This is an optimization exercise on Yosys and OpenROAD, whose aim is small area, a short achievable clock period and few clock cycles per item, not a production implementation.
In this exercise RTL edits were held to simulation tests only and were not proved equivalent to the original.
Power is estimated from default activity; no workload was simulated.

maple:
Design flood_duplicate_filter_core, start of the top module:
module flood_duplicate_filter_core #(
	parameter int SEEN_DEPTH = fdf_pkg::SEEN_DEPTH_DEF,
	parameter int SEQ_BITS   = fdf_pkg::SEQ_BITS_DEF
) (
	input  wire logic                              clk,
	input  wire logic                              arst_n,
	input  wire logic                              cfg_we,
	input  wire logic [fdf_pkg::CFG_IDX_W-1:0]     cfg_index,
	input  wire logic [fdf_pkg::CFG_DATA_W-1:0]    cfg_wdata,
	input  wire logic                              start,
	input  wire logic [53:0]                       item,
	output logic                                   busy,
	output logic                                   result_valid,
	output logic [55:0]                            result
);
Size in the first run: ~4100 cells after synthesis, about 1300 flip-flops, about 180 I/O pins, about 0.054 mm² of cells after synthesis.
==> module fdf_datapath, before the edit <==
module fdf_datapath #(
	parameter int SEEN_DEPTH = fdf_pkg::SEEN_DEPTH_DEF,
	parameter int SEQ_BITS   = fdf_pkg::SEQ_BITS_DEF
) (
	input  wire logic                              clk,
	input  wire logic                              arst_n,
	input  wire logic                              cfg_we,
	input  wire logic [fdf_pkg::CFG_IDX_W-1:0]     cfg_index,
	input  wire logic [fdf_pkg::CFG_DATA_W-1:0]    cfg_wdata,
	input  wire logic                              start,
	input  wire fdf_pkg::fdf_in_t                  item,
	input  wire fdf_pkg::fdf_cmd_t                 cmd,
	output fdf_pkg::fdf_status_t                   status,
	output logic                                   result_valid,
	output fdf_pkg::fdf_out_t                      result
);
	localparam int CW = $clog2(SEEN_DEPTH + 1);
	logic [fdf_pkg::ID_W-1:0]   node_id_q;
	logic [fdf_pkg::MASK_W-1:0] neighbor_q;
	logic                       neighbor_set_q;
	logic [SEQ_BITS-1:0]        seq1;
	logic                       v2_q;
	logic                       nb2_q;
	logic [SEEN_DEPTH-1:0]      match2_q;
	logic [SEQ_BITS-1:0]        seq2_q;
	logic [fdf_pkg::DATA_W-1:0] data2_q;
	logic                       v3_q;
	logic                       nb3_q;
	logic                       hit3_q;
	logic [SEQ_BITS-1:0]        seq3_q;
	logic [fdf_pkg::DATA_W-1:0] data3_q;
	logic [SEQ_BITS-1:0]   seen_q [SEEN_DEPTH];
	logic [CW-1:0]         fill_q;
	logic [SEEN_DEPTH-1:0] match1;
	logic                  same13;
	logic                  same23;
	logic                  hit_keep;
	logic                  hit_shift;
	logic [SEQ_BITS-1:0]   own_next_q;
	logic                  res_valid_q;
	fdf_pkg::fdf_verdict_t res_verdict_q;
	logic [SEQ_BITS-1:0]   res_seq_q;
	logic [fdf_pkg::DATA_W-1:0] res_data_q;
	logic fwd;
	assign seq1 = SEQ_BITS'(item.seq_in);
	assign fwd  = cmd.record;
	always_comb begin
		for (int e = 0; e < SEEN_DEPTH; e++) begin
			match1[e] = (seen_q[e] == seq1) && (fill_q > CW'(e));
		end
	end
	assign same13 = (seq3_q == seq1);
	assign same23    = (seq3_q == seq2_q);
	assign hit_keep  = |match2_q;
	assign hit_shift = (|match2_q[SEEN_DEPTH-2:0]) | same23;
	assign status.valid    = v3_q;
	assign status.neighbor = nb3_q;
	assign status.hit      = hit3_q;
	always_ff @(posedge clk or negedge arst_n) begin
		if (!arst_n) begin
			node_id_q      <= '0;
			neighbor_set_q <= 1'b0;
		end else if (cfg_we) begin
			unique case (cfg_index)
				fdf_pkg::CFG_NODE_ID:       node_id_q      <= cfg_wdata[fdf_pkg::ID_W-1:0];
				fdf_pkg::CFG_NEIGHBOR_MASK: neighbor_set_q <= 1'b1;
				default: ;
			endcase
		end
	end
	always_ff @(posedge clk) begin
		if (cfg_we && cfg_index == fdf_pkg::CFG_NEIGHBOR_MASK) begin
			neighbor_q <= cfg_wdata;
		end
	end
	always_ff @(posedge clk or negedge arst_n) begin
		if (!arst_n) begin
			v2_q       <= 1'b0;
			v3_q       <= 1'b0;
			res_valid_q <= 1'b0;
			fill_q     <= '0;
			own_next_q <= SEQ_BITS'(1);
		end else begin
			v2_q <= start;
			v3_q <= v2_q;
			res_valid_q <= v3_q;
			if (fwd) begin
				own_next_q <= own_next_q + SEQ_BITS'(1);
				if (fill_q != CW'(SEEN_DEPTH)) begin
					fill_q <= fill_q + CW'(1);
				end
			end
		end
	end
	always_ff @(posedge clk) begin
		nb2_q    <= neighbor_set_q & neighbor_q[item.sender_id];
		match2_q <= fwd ? {match1[SEEN_DEPTH-2:0], same13} : match1;
		seq2_q   <= seq1;
		data2_q  <= item.payload_in;
		nb3_q    <= nb2_q;
		hit3_q   <= fwd ? hit_shift : hit_keep;
		seq3_q   <= seq2_q;
		data3_q  <= data2_q;
	end
	always_ff @(posedge clk) begin
		if (fwd) begin
			seen_q[0] <= seq3_q;
			for (int e = 1; e < SEEN_DEPTH; e++) begin
				seen_q[e] <= seen_q[e-1];
			end
		end
	end
	always_ff @(posedge clk) begin
		res_verdict_q <= cmd.verdict;
		res_seq_q     <= (cmd.verdict == fdf_pkg::VERDICT_FORWARD) ? own_next_q : '0;
		res_data_q    <= (cmd.verdict == fdf_pkg::VERDICT_FORWARD) ? data3_q : '0;
	end
	assign result_valid     = res_valid_q;
	assign result.verdict   = res_verdict_q;
	assign result.fwd_id    = node_id_q;
	assign result.fwd_seq   = res_seq_q;
	assign result.fwd_data  = res_data_q;
endmodule
make LEC_CHECK=0 ABC_AREA=1 CAP_MARGIN=20 CORE_MARGIN=2 CORE_UTILIZATION=55 PLACE_DENSITY=0.65 SETUP_SLACK_MARGIN=2.5 SLEW_MARGIN=20 TNS_END_PERCENT=0 finish   # period 4.5 ns
run.sh (not shown) runs the stock make flow with config.mk's settings and CLKGATE_MAP_FILE= SYNTH_SCRIPT=/design/flow/synth_recipe.tcl, a recipe that flattens the netlist after the stock synthesis.
Testbench counts of maple, summed over its fixed seeds: cycles 12,024, packets 12,000.
[inputs] pine vs maple
==> flow/design.v, changed modules only <==
module fdf_datapath #(
	parameter int SEEN_DEPTH = fdf_pkg::SEEN_DEPTH_DEF,
	parameter int SEQ_BITS   = fdf_pkg::SEQ_BITS_DEF
) (
	input  wire logic                              clk,
	input  wire logic                              arst_n,
	input  wire logic                              cfg_we,
	input  wire logic [fdf_pkg::CFG_IDX_W-1:0]     cfg_index,
	input  wire logic [fdf_pkg::CFG_DATA_W-1:0]    cfg_wdata,
	input  wire logic                              start,
	input  wire fdf_pkg::fdf_in_t                  item,
	input  wire fdf_pkg::fdf_cmd_t                 cmd,
	output fdf_pkg::fdf_status_t                   status,
	output logic                                   result_valid,
	output fdf_pkg::fdf_out_t                      result
);
	localparam int CW = $clog2(SEEN_DEPTH + 1);
	localparam int NP = (SEEN_DEPTH - 2) / 2;
	logic [fdf_pkg::ID_W-1:0]   node_id_q;
	logic [fdf_pkg::MASK_W-1:0] neighbor_q;
	logic                       neighbor_set_q;
	logic [SEQ_BITS-1:0]        seq1;
	logic                       v2_q;
	logic                       nb2_q;
	logic [NP-1:0]              pair2_q;
	logic [1:0]                 top2_q;
	logic                       same2_q;
	logic                       shift2_q;
	logic [SEQ_BITS-1:0]        seq2_q;
	logic [fdf_pkg::DATA_W-1:0] data2_q;
	logic                       v3_q;
	logic                       nb3_q;
	logic                       hit3_q;
	logic [SEQ_BITS-1:0]        seq3_q;
	logic [fdf_pkg::DATA_W-1:0] data3_q;
	logic [SEQ_BITS-1:0]   seen_q [SEEN_DEPTH];
	logic [CW-1:0]         fill_q;
	logic [SEEN_DEPTH-1:0] match1;
	logic [NP-1:0]         pair1;
	logic                  hit_low;
	logic                  same13;
	logic                  same23;
	logic                  hit_keep;
	logic                  hit_shift;
	logic [SEQ_BITS-1:0]   own_next_q;
	logic                  res_valid_q;
	fdf_pkg::fdf_verdict_t res_verdict_q;
	logic [SEQ_BITS-1:0]   res_seq_q;
	logic [fdf_pkg::DATA_W-1:0] res_data_q;
	logic fwd;
	assign seq1 = SEQ_BITS'(item.seq_in);
	assign fwd  = cmd.record;
	always_comb begin
		for (int e = 0; e < SEEN_DEPTH; e++) begin
			match1[e] = (seen_q[e] == seq1) && (fill_q > CW'(e));
		end
		for (int j = 0; j < NP; j++) begin
			pair1[j] = match1[2*j] | match1[2*j+1];
		end
	end
	assign same13 = (seq3_q == seq1);
	assign same23    = (seq3_q == seq2_q);
	assign hit_low   = |pair2_q;
	assign hit_keep  = hit_low | top2_q[0] | (shift2_q ? same2_q : top2_q[1]);
	assign hit_shift = hit_low | same23    | (shift2_q ? same2_q : top2_q[0]);
	assign status.valid    = v3_q;
	assign status.neighbor = nb3_q;
	assign status.hit      = hit3_q;
	always_ff @(posedge clk or negedge arst_n) begin
		if (!arst_n) begin
			node_id_q      <= '0;
			neighbor_set_q <= 1'b0;
		end else if (cfg_we) begin
			unique case (cfg_index)
				fdf_pkg::CFG_NODE_ID:       node_id_q      <= cfg_wdata[fdf_pkg::ID_W-1:0];
				fdf_pkg::CFG_NEIGHBOR_MASK: neighbor_set_q <= 1'b1;
				default: ;
			endcase
		end
	end
	always_ff @(posedge clk) begin
		if (cfg_we && cfg_index == fdf_pkg::CFG_NEIGHBOR_MASK) begin
			neighbor_q <= cfg_wdata;
		end
	end
	always_ff @(posedge clk or negedge arst_n) begin
		if (!arst_n) begin
			v2_q       <= 1'b0;
			v3_q       <= 1'b0;
			res_valid_q <= 1'b0;
			fill_q     <= '0;
			own_next_q <= SEQ_BITS'(1);
		end else begin
			v2_q <= start;
			v3_q <= v2_q;
			res_valid_q <= v3_q;
			if (fwd) begin
				own_next_q <= own_next_q + SEQ_BITS'(1);
				if (fill_q != CW'(SEEN_DEPTH)) begin
					fill_q <= fill_q + CW'(1);
				end
			end
		end
	end
	always_ff @(posedge clk) begin
		nb2_q    <= neighbor_set_q & neighbor_q[item.sender_id];
		pair2_q  <= pair1;
		top2_q   <= match1[SEEN_DEPTH-1:SEEN_DEPTH-2];
		same2_q  <= same13;
		shift2_q <= fwd;
		seq2_q   <= seq1;
		data2_q  <= item.payload_in;
		nb3_q    <= nb2_q;
		hit3_q   <= fwd ? hit_shift : hit_keep;
		seq3_q   <= seq2_q;
		data3_q  <= data2_q;
	end
	always_ff @(posedge clk) begin
		if (fwd) begin
			seen_q[0] <= seq3_q;
			for (int e = 1; e < SEEN_DEPTH; e++) begin
				seen_q[e] <= seen_q[e-1];
			end
		end
	end
	always_ff @(posedge clk) begin
		res_verdict_q <= cmd.verdict;
		res_seq_q     <= (cmd.verdict == fdf_pkg::VERDICT_FORWARD) ? own_next_q : '0;
		res_data_q    <= (cmd.verdict == fdf_pkg::VERDICT_FORWARD) ? data3_q : '0;
	end
	assign result_valid     = res_valid_q;
	assign result.verdict   = res_verdict_q;
	assign result.fwd_id    = node_id_q;
	assign result.fwd_seq   = res_seq_q;
	assign result.fwd_data  = res_data_q;
endmodule
Findings:
Both conditions hold for pine: the flow ran to the end and the final layout passed the timing, design-rule and antenna checks.
Chip width sits lower in pine than in maple.
Compare pine and maple | sum of buffers and inverters on the critical path higher: pine
The lower wire length of pine and maple is in pine.
Compare pine and maple | count of unique library cells instantiated by Yosys higher: maple
maple → pine: switching power total +about 0.65%, total global-route track usage -0.96 points, routing usage on met2 -1.4 points.
Taking maple as the reference, in pine number of nets in the layout went down 3.6%; area occupied by multi-input gates went down 3.8%; count of non-filler cells in the finished layout went down about 3%; final weighted congestion of routability-driven global placement went up 0.052.
pine ended up with primary input to register as its kind of critical path; maple ended up with register to register.
[compare] base=maple new=pine: share of the core filled with cells barely changed; count of clock-buffer cells in the layout lost about 10%.
Testbench counts of pine, summed over its fixed seeds: cycles 12,024, packets 12,000.

separate check: timing with driven ports:
Ports are ideal in the flow. The routed layouts listed here were re-timed in OpenROAD. Step 1 assumes that a clkbuf_16 drives the clock port and a buf_2 every other input. Step 2, shift: input delay + t, output delay - t, t = (earliest + latest rising clock arrival at the registers) / 2. This alone moves slack from input paths to output paths. a / b / c = ideal ports / drivers / drivers and shift; a / b = the first two.
| run | shift t [ns] | setup WS [ns] | latest minus earliest clock arrival (ns) | cell pins on the clock port's net |
|---|---|---|---|---|
| maple | 0.805 | 2.291 / 2.277 / 1.555 | 0.035 / 0.035 | 1 |
| pine | 0.821 | 2.207 / 2.249 / 1.428 | 0.028 / 0.027 | 1 |
After both steps every run listed still meets setup and hold. For pine, which loses most, drivers alone change the setup slack by +0.042 ns; drivers and shift together by -0.779 ns.
